What follows belongs to an exercise in optimizing a design on an open flow for small area, a short achievable clock period and few clock cycles per item; a production flow would make more cautious choices. RTL that was checked went through simulation tests only; none was proved equivalent to the original.

Design cordic_atan2, start of the top module:
module cordic_atan2 (
    input  logic        clk,
    input  logic        rst,
    input  logic        in_valid,
    output logic        in_ready,
    input  logic [31:0] in_x,
    input  logic [31:0] in_y,
    output logic        out_valid,
    input  logic        out_ready,
    output logic [31:0] out_angle,
    output logic [31:0] out_mag,
    output logic        out_zero
);
    logic run_q, sv_q;
    wire  adv = ~sv_q;
    wire        fd_f  = in_x[31];
    wire        fd_sy = in_y[31];
    wire [31:0] fd_xo, fd_yo;   
    assign fd_xo[0] = 1'b0;
    assign fd_yo[0] = 1'b0;
    for (genvar k = 1; k < 32; k++) begin : g_fold
        assign fd_xo[k] = |in_x[k-1:0];
        assign fd_yo[k] = |in_y[k-1:0];
    end
    wire [32:0] fd_x = {1'b0, in_x ^ (fd_xo & {32{fd_f}})};
    wire        fd_ynz = fd_yo[31] | in_y[31];
    wire [32:0] fd_y0 = {in_y[31] ^ (fd_f & fd_ynz), in_y ^ (fd_yo & {32{fd_f}})};
    logic [32:0] r0_x;
    logic [32:0] r0_y;
    logic [0:0] r0_f;
    logic [0:0] r0_sy;
    logic r0_v;
    always_ff @(posedge clk) begin
        if (adv) begin
            r0_x <= fd_x;
            r0_y <= fd_y0;
            r0_f <= fd_f;
            r0_sy <= fd_sy;
        end
    end
    always_ff @(posedge clk) begin
        if (rst) r0_v <= 1'b0;
        else if (adv) r0_v <= in_valid;
    end
    wire i0_d = ~r0_y[32];   
    wire [32:0] i0_x = r0_x + (r0_y[32:0] ^ {33{~i0_d}}) + {32'b0, ~i0_d};
    wire [33:0] i0_y = {{1{r0_y[32]}}, r0_y} + ({1'b0, r0_x[32:0]} ^ {34{i0_d}}) + {33'b0, i0_d};
    logic [32:0] r1_x;
    logic [0:0] r1_f;
    logic [0:0] r1_sy;
    logic [33:0] r1_y;
    logic [0:0] r1_b0;
    logic r1_v;
    always_ff @(posedge clk) begin
        if (adv) begin
            r1_x <= i0_x;
            r1_f <= r0_f;
            r1_sy <= r0_sy;
            r1_y <= i0_y;
            r1_b0 <= i0_d;
        end
    end
    always_ff @(posedge clk) begin
        if (rst) r1_v <= 1'b0;
        else if (adv) r1_v <= r0_v;
    end
    wire i1_d = ~r1_y[33];   
    wire [32:0] i1_ysh = r1_y[33:1];
    wire [32:0] i1_x = r1_x + (i1_ysh[32:0] ^ {33{~i1_d}}) + {32'b0, ~i1_d};
    wire [32:0] i1_y = r1_y[32:0] + ({1'b0, r1_x[32:1]} ^ {33{i1_d}}) + {32'b0, i1_d};
    logic [32:0] r2_x;
    logic [0:0] r2_f;
    logic [0:0] r2_sy;
    logic [0:0] r2_b0;
    logic [32:0] r2_y;
    logic [0:0] r2_b1;
    logic r2_v;
  ...
export LEC_CHECK = 0
export ABC_AREA = 1
export CAP_MARGIN = 20
export CORE_MARGIN = 2
export CORE_UTILIZATION = 40
export SLEW_MARGIN = 20
create_clock -name core_clock -period 10.0 [get_ports {clk}]
standard.sh (not shown) runs the stock make flow with config.mk's settings and CLKGATE_MAP_FILE= SYNTH_SCRIPT=/design/flow/synth_recipe.tcl, a recipe that flattens the netlist after the stock synthesis.
==> flow/flow/run.sh <==
#!/bin/bash
# Standard ORFS layout, with timing repair aimed at a tighter setup margin.
set -euo pipefail
bash standard.sh SETUP_SLACK_MARGIN=6.8 finish > make_finish.log 2>&1
Testbench counts at the start, summed over its fixed seeds: cycles 664, items 512.
Next try:
--- a/flow/design.v
+++ b/flow/design.v
@@ -840,50 +840,47 @@
     wire [48:0] m1_mc_l1_0_s = m1_mc_l0_0_s ^ m1_mc_l0_0_c ^ m1_mc_l0_1_s;
     wire [48:0] m1_mc_l1_0_m = (m1_mc_l0_0_s & m1_mc_l0_0_c) | (m1_mc_l0_0_s & m1_mc_l0_1_s) | (m1_mc_l0_0_c & m1_mc_l0_1_s);
     wire [48:0] m1_mc_l1_0_c = {m1_mc_l1_0_m[47:0], 1'b0};
     wire [48:0] m1_mc_l2_0_s = m1_mc_l1_0_s ^ m1_mc_l1_0_c ^ m1_mc_l0_1_c;
     wire [48:0] m1_mc_l2_0_m = (m1_mc_l1_0_s & m1_mc_l1_0_c) | (m1_mc_l1_0_s & m1_mc_l0_1_c) | (m1_mc_l1_0_c & m1_mc_l0_1_c);
     wire [48:0] m1_mc_l2_0_c = {m1_mc_l2_0_m[47:0], 1'b0};
     wire [48:0] m1_mc_l3_0_s = m1_mc_l2_0_s ^ m1_mc_l2_0_c ^ m1_t0;
     wire [48:0] m1_mc_l3_0_m = (m1_mc_l2_0_s & m1_mc_l2_0_c) | (m1_mc_l2_0_s & m1_t0) | (m1_mc_l2_0_c & m1_t0);
     wire [48:0] m1_mc_l3_0_c = {m1_mc_l3_0_m[47:0], 1'b0};
     wire [19:0] m1_zlo = {8'b0, r16_b6, r16_b7, r16_b8, r16_b9, r16_b10, r16_b11, r16_b12, r16_b13, r16_b14, r16_b15, 2'b00};
     wire [19:0] m1_theta = r16_tsum + m1_zlo;
-    wire m1_pos = ~m1_theta[19] & (|m1_theta);   
     logic [48:0] r17_ms;
     logic [48:0] r17_mc;
     logic [19:0] r17_theta;
-    logic [0:0] r17_pos;
     logic [0:0] r17_zero;
     logic [0:0] r17_f;
     logic [0:0] r17_sy;
     logic r17_v;
     always_ff @(posedge clk) begin
         if (adv) begin
             r17_ms <= m1_mc_l3_0_s;
             r17_mc <= m1_mc_l3_0_c;
             r17_theta <= m1_theta;
-            r17_pos <= m1_pos;
             r17_zero <= m1_zero;
             r17_f <= r16_f;
             r17_sy <= r16_sy;
         end
     end
     always_ff @(posedge clk) begin
         if (rst) r17_v <= 1'b0;
         else if (adv) r17_v <= r16_v;
     end
     wire [48:0] m2_s = r17_ms + r17_mc;
     wire        m2_sat = m2_s[48] | m2_s[47];
     wire [30:0] m2_mag = m2_sat ? 31'h7FFF_FFFF : m2_s[46:16];
-    wire        m2_pos = r17_pos;
+    wire        m2_pos = ~r17_theta[19] & (|r17_theta);
     logic [19:0] m2_off;
     always_comb begin
         if (!r17_f)            m2_off = 20'h0;
         else if (r17_sy) m2_off = m2_pos ? 20'hcdbc1 : 20'h32440;
         else              m2_off = m2_pos ? 20'hcdbc0 : 20'h3243f;
     end
     wire [19:0] m2_ang = r17_theta + m2_off;
     wire [31:0] m2_angle = r17_zero ? 32'h0 : {{12{m2_ang[19]}}, m2_ang};
     logic        ov_q;
     logic [31:0] oa_q, om_q, sa_q, sm_q;
     logic        oz_q, sz_q;
Area after synthesis is about the same.
Worst setup slack hardly moves.
Worst hold slack got worse by 0.011 ns.
Global-route usage shrinks by 1.6 points.
Design area is higher by 0.43%.
Sequential share of layout area went down by 0.17 points.
Clock skew came out higher by 0.044 ns.
Non-clock buffer count increases by 47.
Critical path depth stays the same.
The RTL of the second run of this note was laid out without a check of its function.

==> what the ideal ports hide <==
The flow's constraints put no driver on any port. The routed layouts listed below were extracted and timed again, unchanged, in two steps.
Step 1, drivers: a clkbuf_16 drives clk and a buf_2 each remaining input, both assumed.
Step 2 moves the port delays by t, midway between the first and last clock arrival at a register: inputs arrive t later, outputs are due t later. That takes back most of the time a late clock gives input paths.
Three values: ideal, step 1, step 2; two values: the first two.
| run | shift t [ns] | slack for setup (ns) | worst hold slack (ns) | worst setup path after step 2 |
|---|---|---|---|---|
| the first run | 0.919 | 6.688 / 6.594 / 5.965 | 0.406 / 0.406 / 0.406 | input to register |
| the second run | 0.885 | 6.690 / 6.599 / 6.093 | 0.394 / 0.394 / 0.394 | input to register |
After both steps every run listed still meets setup and hold. The setup slack of the first run, which loses most, moves by -0.094 ns with the drivers and by -0.723 ns with both steps.
